Context: an optimization exercise on an open-source flow, tuned for small area, a short achievable clock period and few clock cycles per item. The choices shown serve that exercise and are no tape-out recipe.
Only simulation tests tie the RTL to the original design; equivalence was not proved.

$ cat flow/config.mk
export PLATFORM = sky130hd
export DESIGN_NAME = sensor_thp_compensation_top
export DESIGN_NICKNAME = sensor_thp_compensation_top
export VERILOG_FILES = /design/flow/design.v
export SDC_FILE = /design/flow/constraint.sdc
export NUM_CORES = 4
export LEC_CHECK = 0
export CAP_MARGIN = 40
export CORE_MARGIN = 2
export CORE_UTILIZATION = 30
export PLACE_DENSITY = 0.45
export SLEW_MARGIN = 40
$ cat flow/constraint.sdc
create_clock -name core_clock -period 20.0 [get_ports {clk}]
set_input_delay 4.0000 -clock core_clock [delete_from_list [all_inputs] [get_ports {clk}]]
set_output_delay 4.0000 -clock core_clock [all_outputs]
set_load 0.01 [all_outputs]
$ cat flow/design.v
package sthp_pkg;
	localparam int unsigned CmdW = 2;
	localparam int unsigned RawW = 20;
	localparam int unsigned OutW = 18;
	localparam int unsigned CfgIdxW = 3;
	localparam int unsigned CfgDataW = 64;
	localparam logic [CmdW-1:0] CMD_TEMP  = 2'd0;
	localparam logic [CmdW-1:0] CMD_PRESS = 2'd1;
	localparam logic [CmdW-1:0] CMD_HUMID = 2'd2;
	localparam logic [CfgIdxW-1:0] REG_TEMP     = 3'd0;
	localparam logic [CfgIdxW-1:0] REG_PRESS_LO = 3'd1;
	localparam logic [CfgIdxW-1:0] REG_PRESS_HI = 3'd2;
	localparam logic [CfgIdxW-1:0] REG_PRESS_P9 = 3'd3;
	localparam logic [CfgIdxW-1:0] REG_HUMID    = 3'd4;
	localparam logic signed [31:0] TEMP_MIN   = -32'sd4000;
	localparam logic signed [31:0] TEMP_MAX   = 32'sd8500;
	localparam logic [31:0]        PRESS_MIN  = 32'd30000;
	localparam logic [31:0]        PRESS_MAX  = 32'd110000;
	localparam logic signed [31:0] HUM_CAP    = 32'sd419430400;
	localparam logic signed [31:0] HUM_MAX    = 32'sd102400;
endpackage
import sthp_pkg::*;
module sthp_div #(parameter int unsigned STEPS = 4) (
	input  logic [15:0] rem_i,
	input  logic [31:0] nq_i,
	input  logic [15:0] den_i,
	output logic [15:0] rem_o,
	output logic [31:0] nq_o
);
	always_comb begin
		logic [16:0] sh, diff;
		rem_o = rem_i;
		nq_o  = nq_i;
		for (int i = 0; i < STEPS; i++) begin
			sh   = {rem_o, nq_o[31]};
			diff = sh - {1'b0, den_i};
			if (!diff[16]) begin
				rem_o = diff[15:0];
				nq_o  = {nq_o[30:0], 1'b1};
			end else begin
				rem_o = sh[15:0];
				nq_o  = {nq_o[30:0], 1'b0};
			end
		end
	end
endmodule
import sthp_pkg::*;
module sensor_thp_compensation_top (
	input  logic                          clk,
	input  logic                          arst_n,
	input  logic                          s_tvalid,
	output logic                          s_tready,
	input  logic [23:0]                   s_tdata,   
	input  logic [sthp_pkg::CmdW-1:0]     s_tuser,   
	output logic                          m_tvalid,
	input  logic                          m_tready,
	output logic [23:0]                   m_tdata,   
	input  logic                          cfg_valid,
	output logic                          cfg_ready,
	input  logic [sthp_pkg::CfgIdxW-1:0]  cfg_index,
	input  logic [sthp_pkg::CfgDataW-1:0] cfg_data
);
	localparam int DIVK  = 8;              
	localparam int DIVS  = 4;              
	localparam int NST   = 8 + DIVK;       
	localparam int CAP   = NST + 2;        
	localparam int PW    = 5;               
	function automatic logic signed [31:0] sdiv(input logic signed [31:0] x,
		input int unsigned k);
		logic signed [31:0] bias;
		bias = x[31] ? ((32'sd1 <<< k) - 32'sd1) : 32'sd0;
		sdiv = (x + bias) >>> k;
	endfunction
	logic [47:0] tcal_q;
	logic [63:0] pcal_lo_q, pcal_hi_q, hcal_q;
	logic [15:0] p9_q;
	assign cfg_ready = 1'b1;
	always_ff @(posedge clk or negedge arst_n) begin
		if (!arst_n) begin
			tcal_q    <= '0;
			pcal_lo_q <= '0;
			pcal_hi_q <= '0;
			p9_q      <= '0;
			hcal_q    <= '0;
		end else if (cfg_valid) begin
			unique case (cfg_index)
				REG_TEMP:     tcal_q    <= cfg_data[47:0];
				REG_PRESS_LO: pcal_lo_q <= cfg_data;
				REG_PRESS_HI: pcal_hi_q <= cfg_data;
				REG_PRESS_P9: p9_q      <= cfg_data[15:0];
				REG_HUMID:    hcal_q    <= cfg_data;
				default:      ;
			endcase
		end
	end
	logic        [15:0] t1, p1;
	logic signed [15:0] t2, t3, p2, p3, p4, p5, p6, p7, p8, p9, h2;
	logic        [7:0]  h1, h3;
	logic signed [11:0] h4, h5;
	logic signed [7:0]  h6;
	assign t1 = tcal_q[15:0];
	assign t2 = tcal_q[31:16];
	assign t3 = tcal_q[47:32];
	assign p1 = pcal_lo_q[15:0];
	assign p2 = pcal_lo_q[31:16];
	assign p3 = pcal_lo_q[47:32];
	assign p4 = pcal_lo_q[63:48];
	assign p5 = pcal_hi_q[15:0];
	assign p6 = pcal_hi_q[31:16];
	assign p7 = pcal_hi_q[47:32];
	assign p8 = pcal_hi_q[63:48];
	assign p9 = p9_q;
	assign h1 = hcal_q[7:0];
	assign h2 = hcal_q[23:8];
	assign h3 = hcal_q[31:24];
	assign h4 = hcal_q[43:32];
	assign h5 = hcal_q[55:44];
	assign h6 = hcal_q[63:56];
	logic [NST-1:0] v_q;                   
	logic [1:0]     cmd_q [NST];           
	logic           s_tready_q;
	logic [PW:0]    cnt_q;                 
	logic           acc, del;
	assign acc = s_tvalid && s_tready_q;
	assign del = m_tvalid && m_tready;
	logic signed [21:0] ft_q;              
	logic               ft_we;
	logic signed [21:0] ft_new;
	logic [19:0]        raw0, raw1, raw2, raw3;
	logic signed [20:0] s1_a;              
	logic signed [19:0] s1_b;              
	logic signed [21:0] s2_ft;             
	logic [31:0]        s2_a, s2_b, s2_c;  
	logic [31:0]        s3_a, s3_b;        
	logic [31:0]        s3_x, s3_y;        
	logic [31:0]        s4_m;              
	logic [21:0]        s4_x;              
	logic [31:0]        s5_nq;             
	logic signed [16:0] s5_den;            
	logic               s5_hi;
	logic [15:0]        dv_rem [DIVK+1];
	logic [31:0]        dv_nq  [DIVK+1];
	logic [15:0]        dv_den [DIVK+1];
	logic               dv_hi  [DIVK+1];
	logic               dv_neg [DIVK+1];   
	logic               dv_zero[DIVK+1];   
	logic               dv_qn  [DIVK+1];
	logic [31:0]        e1_m, e1_x;        
	logic               e1_zero;
	logic [31:0]        e2_a, e2_b, e2_x;
	logic               e2_zero;
	logic signed [17:0] t_a0;
	logic signed [16:0] t_b0;
	logic signed [33:0] m1a;
	logic signed [33:0] m1b;
	logic signed [31:0] s1_an, s1_bn;
	always_comb begin
		t_a0 = signed'({1'b0, raw0[19:3]}) - signed'({1'b0, t1, 1'b0});
		t_b0 = signed'({1'b0, raw0[19:4]}) - signed'({1'b0, t1});
		m1a  = t_a0 * t2;
		m1b  = t_b0 * t_b0;
		s1_an = sdiv(m1a[31:0], 11);
		s1_bn = sdiv(m1b[31:0], 12);
	end
	logic signed [31:0] pa, pq, ha, ft32;
	logic signed [21:0] x2a, x2b, x2c;
	logic signed [18:0] y2a;
	logic signed [15:0] y2b, y2c;
	logic signed [40:0] m2a;
	logic signed [37:0] m2b, m2c;
	logic signed [31:0] m2t, ft_t;
	always_comb begin
		ft32 = ft_q;
		pa = sdiv(ft32, 1) - 32'sd64000;
		pq = sdiv(pa, 2);
		ha = ft32 - 32'sd76800;
		x2a = '0; y2a = '0; x2b = '0; y2b = '0; x2c = '0; y2c = '0;
		unique case (cmd_q[1])
			CMD_TEMP: begin
				x2b = s1_b; y2b = t3;
			end
			CMD_PRESS: begin
				x2a = pq[21:0]; y2a = pq[18:0];
				x2b = pa[21:0]; y2b = p5;
				x2c = pa[21:0]; y2c = p2;
			end
			default: begin
				x2a = ha[21:0]; y2a = h5;
				x2b = ha[21:0]; y2b = h6;
				x2c = ha[21:0]; y2c = {8'd0, h3};
			end
		endcase
		m2a = x2a * y2a;
		m2b = x2b * y2b;
		m2c = x2c * y2c;
		m2t = sdiv(m2b[31:0], 14);
		ft_t = s1_a;
		ft_t = ft_t + m2t;
		ft_new = ft_t[21:0];
		ft_we = v_q[1] && cmd_q[1] == CMD_TEMP;
	end
	logic signed [20:0] x3a;
	logic signed [18:0] y3a;
	logic signed [40:0] m3a;
	logic signed [34:0] m3b;
	logic signed [31:0] s13, t_tmp, h_e, s11, hb3, hc3, ft2_32, h4_32;
	logic signed [18:0] s13n;
	logic [17:0]        t_res;
	always_comb begin
		s13  = sdiv(s2_a, 13);
		s13n = s13[18:0];
		s11  = sdiv(s2_a, 11);
		hb3  = sdiv(s2_b, 10);
		hc3  = sdiv(s2_c, 11) + 32'sd32768;
		if (cmd_q[2] == CMD_PRESS) begin
			x3a = s11[20:0];
			y3a = p6;
		end else begin
			x3a = hb3[20:0];
			y3a = hc3[18:0];
		end
		m3a = x3a * y3a;
		m3b = p3 * s13n;
		ft2_32 = s2_ft;
		t_tmp = sdiv(ft2_32 * 32'sd5 + 32'sd128, 8);
		if (t_tmp < TEMP_MIN)
			t_res = TEMP_MIN[OutW-1:0];
		else if (t_tmp > TEMP_MAX)
			t_res = TEMP_MAX[OutW-1:0];
		else
			t_res = t_tmp[OutW-1:0];
		h4_32 = h4;
		h_e = sdiv((signed'({12'd0, raw2}) <<< 14) - (h4_32 <<< 20) - signed'(s2_a) + 32'sd16384, 15);
	end
	logic signed [31:0] p_b, p_a2, p_p0, p4_32;
	logic signed [31:0] x4;
	logic signed [16:0] y4;
	logic signed [48:0] m4;
	always_comb begin
		p4_32 = p4;
		p_b  = sdiv(signed'(s3_a) + (signed'(s3_x) <<< 1), 2) + (p4_32 <<< 16);
		p_p0 = 32'sd1048576 - signed'({12'd0, raw3}) - sdiv(p_b, 12);
		p_a2 = sdiv(sdiv(signed'(s3_b), 3) + sdiv(signed'(s3_y), 1), 18) + 32'sd32768;
		if (cmd_q[3] == CMD_PRESS) begin
			x4 = signed'({16'd0, p1});
			y4 = signed'({1'b0, p_a2[15:0]});
		end else begin
			x4 = sdiv(signed'(s3_a), 10) + 32'sd2097152;
			y4 = h2;
		end
		m4 = x4 * y4;
	end
	logic signed [31:0] p_a3, p_1v, h_b, p0_32;
	logic signed [21:0] p0_22;
	logic signed [16:0] he5;
	logic signed [17:0] hb5;
	logic signed [34:0] m5;
	logic [31:0]        p_num;
	always_comb begin
		p_a3  = sdiv(signed'(s4_m), 15);
		p0_22 = s4_x;
		p0_32 = p0_22;
		p_1v  = p0_32 * 32'sd3125;
		p_num = p_1v[31] ? p_1v : {p_1v[30:0], 1'b0};
		h_b   = sdiv(signed'(s4_m) + 32'sd8192, 14);
		he5   = s4_x[16:0];
		hb5   = h_b[17:0];
		m5    = he5 * hb5;
	end
	logic [15:0] dv_rem_n [DIVK];
	logic [31:0] dv_nq_n  [DIVK];
	genvar gi;
	generate
		for (gi = 0; gi < DIVK; gi++) begin : g_div
			sthp_div #(.STEPS(DIVS)) u_div (
				.rem_i (dv_rem[gi]),
				.nq_i  (dv_nq[gi]),
				.den_i (dv_den[gi]),
				.rem_o (dv_rem_n[gi]),
				.nq_o  (dv_nq_n[gi])
			);
		end
	endgenerate
	assign dv_nq[0]   = s5_nq;
	assign dv_rem[0]  = '0;
	assign dv_den[0]  = s5_den[15:0];
	assign dv_hi[0]   = s5_hi;
	assign dv_neg[0]  = s5_den[16];
	assign dv_zero[0] = s5_den == 0;
	assign dv_qn[0]   = neg_q;
	logic [16:0] neg_m;
	logic        neg_q;
	always_comb begin
		neg_m = 17'(-s5_den);
		neg_q = (~s5_nq) < {15'd0, neg_m};
	end
	logic [31:0]        p_2v, q_fin;
	logic [29:0]        xe1;
	logic [59:0]        me1;
	logic signed [31:0] h_s;
	logic signed [29:0] xe1s;
	always_comb begin
		q_fin = dv_neg[DIVK] ? {31'd0, dv_qn[DIVK]} : dv_nq[DIVK];
		p_2v  = dv_hi[DIVK] ? {q_fin[30:0], 1'b0} : q_fin;
		h_s   = sdiv(signed'(dv_nq[DIVK]), 15);
		xe1   = (cmd_q[5+DIVK] == CMD_PRESS) ? {1'b0, p_2v[31:3]} : h_s[29:0];
		xe1s  = xe1;
		me1   = xe1s * xe1s;
	end
	logic signed [24:0] xe2b;
	logic signed [15:0] ye2b;
	logic signed [46:0] me2a;
	logic signed [30:0] pe2;
	logic signed [31:0] hd2, pc2;
	logic signed [40:0] me2b;
	always_comb begin
		pe2  = {1'b0, e1_x[31:2]};
		me2a = pe2 * p8;
		pc2  = {13'd0, e1_m[31:13]};
		hd2  = sdiv(signed'(e1_m), 7);
		if (cmd_q[6+DIVK] == CMD_PRESS) begin
			xe2b = pc2[24:0];
			ye2b = p9;
		end else begin
			xe2b = hd2[24:0];
			ye2b = {8'd0, h1};
		end
		me2b = xe2b * ye2b;
	end
	logic signed [31:0] p_c, hum, p7_32;
	logic [31:0]        p_sum;
	logic [17:0]        res;
	always_comb begin
		p7_32 = p7;
		p_c   = sdiv(sdiv(signed'(e2_b), 12) + sdiv(signed'(e2_a), 13) + p7_32, 4);
		p_sum = e2_x + p_c;
		hum   = signed'(e2_x) - sdiv(signed'(e2_b), 4);
		if (hum < 0)
			hum = '0;
		if (hum > HUM_CAP)
			hum = HUM_CAP;
		hum = hum >>> 12;
		if (hum > HUM_MAX)
			hum = HUM_MAX;
		unique case (cmd_q[NST-1])
			CMD_PRESS: begin
				if (e2_zero || p_sum < PRESS_MIN)
					res = PRESS_MIN[OutW-1:0];
				else if (p_sum > PRESS_MAX)
					res = PRESS_MAX[OutW-1:0];
				else
					res = p_sum[OutW-1:0];
			end
			CMD_HUMID: res = hum[OutW-1:0];
			CMD_TEMP:  res = e2_x[OutW-1:0];
			default:   res = '0;
		endcase
	end
	always_ff @(posedge clk) begin
		raw0 <= s_tdata[RawW-1:0];
		raw1 <= raw0;
		s1_a <= s1_an[20:0];
		s1_b <= s1_bn[19:0];
		raw2  <= raw1;
		s2_ft <= ft_new;
		s2_a  <= m2a[31:0];
		s2_b  <= m2b[31:0];
		s2_c  <= m2c[31:0];
		raw3 <= raw2;
		s3_a <= m3a[31:0];
		s3_b <= m3b[31:0];
		unique case (cmd_q[2])
			CMD_PRESS: begin s3_x <= s2_b; s3_y <= s2_c; end
			CMD_HUMID: begin s3_x <= h_e;  s3_y <= s2_c; end
			default:   begin s3_x <= {14'd0, t_res}; s3_y <= s2_c; end
		endcase
		s4_m <= m4[31:0];
		s4_x <= (cmd_q[3] == CMD_PRESS) ? p_p0[21:0] : s3_x[21:0];
		s5_nq  <= (cmd_q[4] == CMD_PRESS) ? p_num :
		          (cmd_q[4] == CMD_HUMID) ? m5[31:0] : {14'd0, s4_x[17:0]};
		s5_den <= p_a3[16:0];
		s5_hi  <= p_1v[31];
		for (int i = 0; i < DIVK; i++) begin
			dv_rem[i+1]  <= dv_rem_n[i];
			dv_nq[i+1]   <= (cmd_q[5+i] == CMD_PRESS) ? dv_nq_n[i] : dv_nq[i];
			dv_den[i+1]  <= dv_den[i];
			dv_hi[i+1]   <= dv_hi[i];
			dv_neg[i+1]  <= dv_neg[i];
			dv_zero[i+1] <= dv_zero[i];
			dv_qn[i+1]   <= dv_qn[i];
		end
		e1_m    <= me1[31:0];
		e1_x    <= (cmd_q[5+DIVK] == CMD_PRESS) ? p_2v : dv_nq[DIVK];
		e1_zero <= dv_zero[DIVK];
		e2_a    <= me2a[31:0];
		e2_b    <= me2b[31:0];
		e2_x    <= e1_x;
		e2_zero <= e1_zero;
		for (int i = 0; i < NST; i++)
			cmd_q[i] <= (i == 0) ? s_tuser : cmd_q[i-1];
	end
	logic [OutW-1:0] fifo_q [CAP];
	logic [PW-1:0]   wp_q, rp_q;
	logic [PW:0]     fcnt_q;
	logic            m_tvalid_q;
	logic            wr;
	logic [PW:0]     fcnt_n, cnt_n;
	assign wr     = v_q[NST-1];
	assign fcnt_n = fcnt_q + (wr ? 1 : 0) - (del ? 1 : 0);
	assign cnt_n  = cnt_q + (acc ? 1 : 0) - (del ? 1 : 0);
	always_ff @(posedge clk) begin
		if (wr)
			fifo_q[wp_q] <= res;
	end
	always_ff @(posedge clk or negedge arst_n) begin
		if (!arst_n) begin
			v_q        <= '0;
			ft_q       <= '0;
			s_tready_q <= 1'b1;
			cnt_q      <= '0;
			fcnt_q     <= '0;
			wp_q       <= '0;
			rp_q       <= '0;
			m_tvalid_q <= 1'b0;
		end else begin
			v_q <= {v_q[NST-2:0], acc};
			if (ft_we)
				ft_q <= ft_new;
			cnt_q      <= cnt_n;
			s_tready_q <= cnt_n < CAP;
			fcnt_q     <= fcnt_n;
			m_tvalid_q <= fcnt_n != 0;
			if (wr)
				wp_q <= (wp_q == PW'(CAP - 1)) ? '0 : wp_q + 1'b1;
			if (del)
				rp_q <= (rp_q == PW'(CAP - 1)) ? '0 : rp_q + 1'b1;
		end
	end
	assign s_tready = s_tready_q;
	assign m_tvalid = m_tvalid_q;
	assign m_tdata  = {{(24-OutW){1'b0}}, fifo_q[rp_q]};
endmodule
$ cat flow/run.sh
#!/bin/bash
# synth_recipe.tcl (not shown) runs the flow's synth.tcl, then flattens the netlist and writes it again
# the make line also repeats each setting of config.mk as NAME=value (left out here)
make -C /OpenROAD-flow-scripts/flow DESIGN_CONFIG=/design/flow/config.mk WORK_HOME=/design/flow/orfs CLKGATE_MAP_FILE= SYNTH_SCRIPT=/design/flow/synth_recipe.tcl finish
==> flow_summary.ini <==
[placement]
io_buffer_count = 113
place_hpwl_um = 649000
gp_congestion = 0.924
pre_cts_ws_ns = 2.73

[sta]
worstMarginPinSlew_ns = 0.949
post-route-period-util = 0.863
finalHoldViolCount = 0
post-route-min-period_ns = 17.26
relSlewSlack = 0.367
timing.fmax_ghz = 0.0579
setup_viol = 0
clock_skew_ns = 0.0982
slew_viol_final = 0
fin_ws_ns = 2.74
rsz0062_at_grt = no
setup-tns-final_ns = 0

[synthesis]
yosys.area_share.adder = 0.424
synth_area_sq_um = 246000
synth_commonest_cells = inv_1 (4736), fa_1 (3755), nand2_1 (3254)
synth_top_area_frac = 0.306
synth_xor_area_frac = 0.0585
synth_top_family_by_area = adder cells
yosys-top-cells-area = fa_1 (31%), ha_1 (12%), dfxtp_1 (9.6%), inv_1 (7.2%), nand2_1 (5.0%)
yosysWarnings = 20
synthMuxAreaShare = 0.0454
synth_edf_count = 324
synth_area_per_cell_sq_um = 9.22
synthCells = 26700
yosysSeqAreaShare = 0.168
yosysTopAreaCell = fa_1
yosysMostFrequentCell = inv_1
yosys.area_share.simple = 0.134
synth_top_flop_cell = dfxtp_1
ys_ff_latch = 1817
synthArstFlopShare = 0.175
synth_compound_area_frac = 0.0847
synth_cell_types = 102

[critical_path]
startpoint_type = flop
worstReg2RegStart = ft_q[0]$_DFFE_PN0P_
crit_start = ft_q[0]$_DFFE_PN0P_
criticalPathCategory = reg2reg
crit_required_ns = 20.85
setup.worst_path.end_class = flop
crit_path_max_incr_delay_ns = 0.65
crit_slowest_cell = o21bai_1
rr_endpoint = ft_q[20]$_DFFE_PN0P_
critPathMaxFanout = 11
crit_path_end = ft_q[20]$_DFFE_PN0P_
rrSetupSlack_ns = 2.74
rr_worst_depth = 66
cp_common_cell = o21ai_0
crit_arrival_ns = 18.11

[route]
wirelength_um = 798000
drc_errors = 0
drt_iter0_drc = 10900
dr.pass1.iters = 8
via_per_inst = 4.80
detail-route-antenna-nets = 0
vias = 181000
wl_per_cell_um = 21.2

[clocking]
cts_setup_buffers = 0
ctsHoldBuffers = 0
cts_tree = built
cts-htree-levels = 4
cts_buffer_depth = 4
cts.clk_slew.worst_paths_ns = 0.06
cts_root_buf = clkbuf_16
post_cts_resized = 0
cts_buffers = 232
clock-sinks = 1817
clkLatencyLatePin_ns = 1.03

[global_routing]
grt_max_degree = 115
antenna_found_initial = 78
grt_pass1_wl_um = 1210000
grt_pass1_vias = 189000
grt_usage = 0.192
grt_overflow_total = 0

[status]
status = finished clean

[floorplanning]
num_rows = 332
io_pins = 125
design.die.area_sq_um = 827000
dieWidth_um = 909
initial_core_util = 0.301
chipHeight_um = 909
core_sq_um = 817000

[cells_and_area]
drive_gt1_frac = 0.0763
fin_nets = 32800
utilization = 0.331
area_delta_synth_final_pct = 9.89
n_fill_cell = 84700

[hold_path]
hp-class = reg2reg

[job]
drv_cap = 0
how the worst min path moves through the flow:
stage	startpoint	end	slack (ns)	cells after the start
floorplan	cmd_q[0][0]$_DFF_P_	cmd_q[1][0]$_DFF_P_	0.31	0
global placement	cmd_q[0][1]$_DFF_P_	cmd_q[1][1]$_DFF_P_	0.31	0
detailed placement	cmd_q[0][1]$_DFF_P_	cmd_q[1][1]$_DFF_P_	0.31	0
CTS	v_q[7]$_DFF_PN0_	v_q[8]$_DFF_PN0_	0.29	0
global route	v_q[7]$_DFF_PN0_	v_q[8]$_DFF_PN0_	0.30	0
finish	v_q[7]$_DFF_PN0_	v_q[8]$_DFF_PN0_	0.30	0
state kept, by name (all words and copies together), names as in the netlist, 48 cells and up:
name / count
dv_den: 112
fifo_q: 324
dv_nq: 256
hcal_q: 64
dv_rem: 112
pcal_hi_q: 64
pcal_lo_q: 64
tcal_q: 48
per-layer routing:
layer  part of all wire  GRT usage
met1               0.44      0.259
met3              0.046     0.0207
met4              0.038     0.0617
met5            0.00010          0
met2               0.47      0.323
cell families after synthesis:
group	Yosys count
simple gates	7289
fa+ha+maj	6083
buf+inv	5636
compound gates	3302
flops	1817
xor+xnor	1633
mux	914
other cells	2
area by class of cell:
type,instances,area [sq um],area share
Clock buffer,294,6360,0.0235
Inverter,4744,17800,0.0659
Sequential cell,1817,41200,0.153
Antenna cell,41,103,0.000380
Clock inverter,136,1570,0.00580
Multi-Input combinational cell,19200,185000,0.684
Timing Repair Buffer,587,4790,0.0177
Tap cell,10900,13600,0.0502
layout by cell type (no fill, tap or decap), types with 112 or more instances in the layout:
| master | n |
|---|---|
| inv_1 | 4734 |
| mux2_2 | 705 |
| xnor2_1 | 1073 |
| and2_1 | 616 |
| buf_4 | 455 |
| fa_1 | 3754 |
| nand3_1 | 290 |
| edfxtp_1 | 324 |
| o21ai_0 | 761 |
| nor2_1 | 1667 |
| or2_2 | 112 |
| xor2_1 | 479 |
| a21oi_1 | 867 |
| o21bai_1 | 132 |
| nor2b_1 | 252 |
| o21a_1 | 169 |
| nand2_1 | 3248 |
| a21boi_0 | 150 |
| nor3_1 | 254 |
| and3_1 | 228 |
| a21o_1 | 365 |
| nand2b_1 | 250 |
| ha_1 | 2324 |
| dfxtp_1 | 1162 |
| dfrtp_1 | 307 |
| mux2i_1 | 114 |
| clkbuf_16 | 237 |
per-stage QoR:
step           instances  instance area (sq um)  hold WS (ns)
2_1_floorplan      26700                 246000         0.310
3_3_place_gp       37200                 262000         0.312
3_5_place_dp       37200                 262000         0.312
4_1_cts            37700                 270000         0.287
5_1_grt            37700                 270000         0.302
6_report           37700                 270000         0.298
worst max-delay path: cells and delay by family, from the launching register on:
family,cells,cell delay (ns)
XOR/XNOR,4,0.97
multiplexers,1,0.27
buffers and inverters,6,0.48
adder cells (fa/ha/maj),11,4.55
AO/OA/AOI/OAI,30,6.71
flip-flops,1,0.62
AND/OR/NAND/NOR,14,3.49
Testbench counts, summed over its fixed seeds: cycles 3,352, items 3,200.

static timing again, ports no longer ideal:
No port has a modelled driver above. Below, the same layout with a new extraction and two added sets of constraints. Step 1: set_driving_cell puts a clkbuf_16 on clk and a buf_2 on each other input, an assumption about the parent block. Step 2 also shifts input and output timing later by t, the mid clock arrival at the registers, as if the neighbouring blocks saw the same clock. Slacks: no drivers / after step 1 / after step 2; pairs: no drivers / after step 1.
t (ns): 1.124
setup slack, ns: 2.741 / 2.741 / 2.741
worst setup path at the end: register to register
slew at the worst register clock pin (ns): 0.07 / 0.07
worst slew at a driven data input, ns: 0.09
After both steps this run still meets setup and hold. The setup slack of this run moves by 0.000 ns with the drivers and by 0.000 ns with both steps.
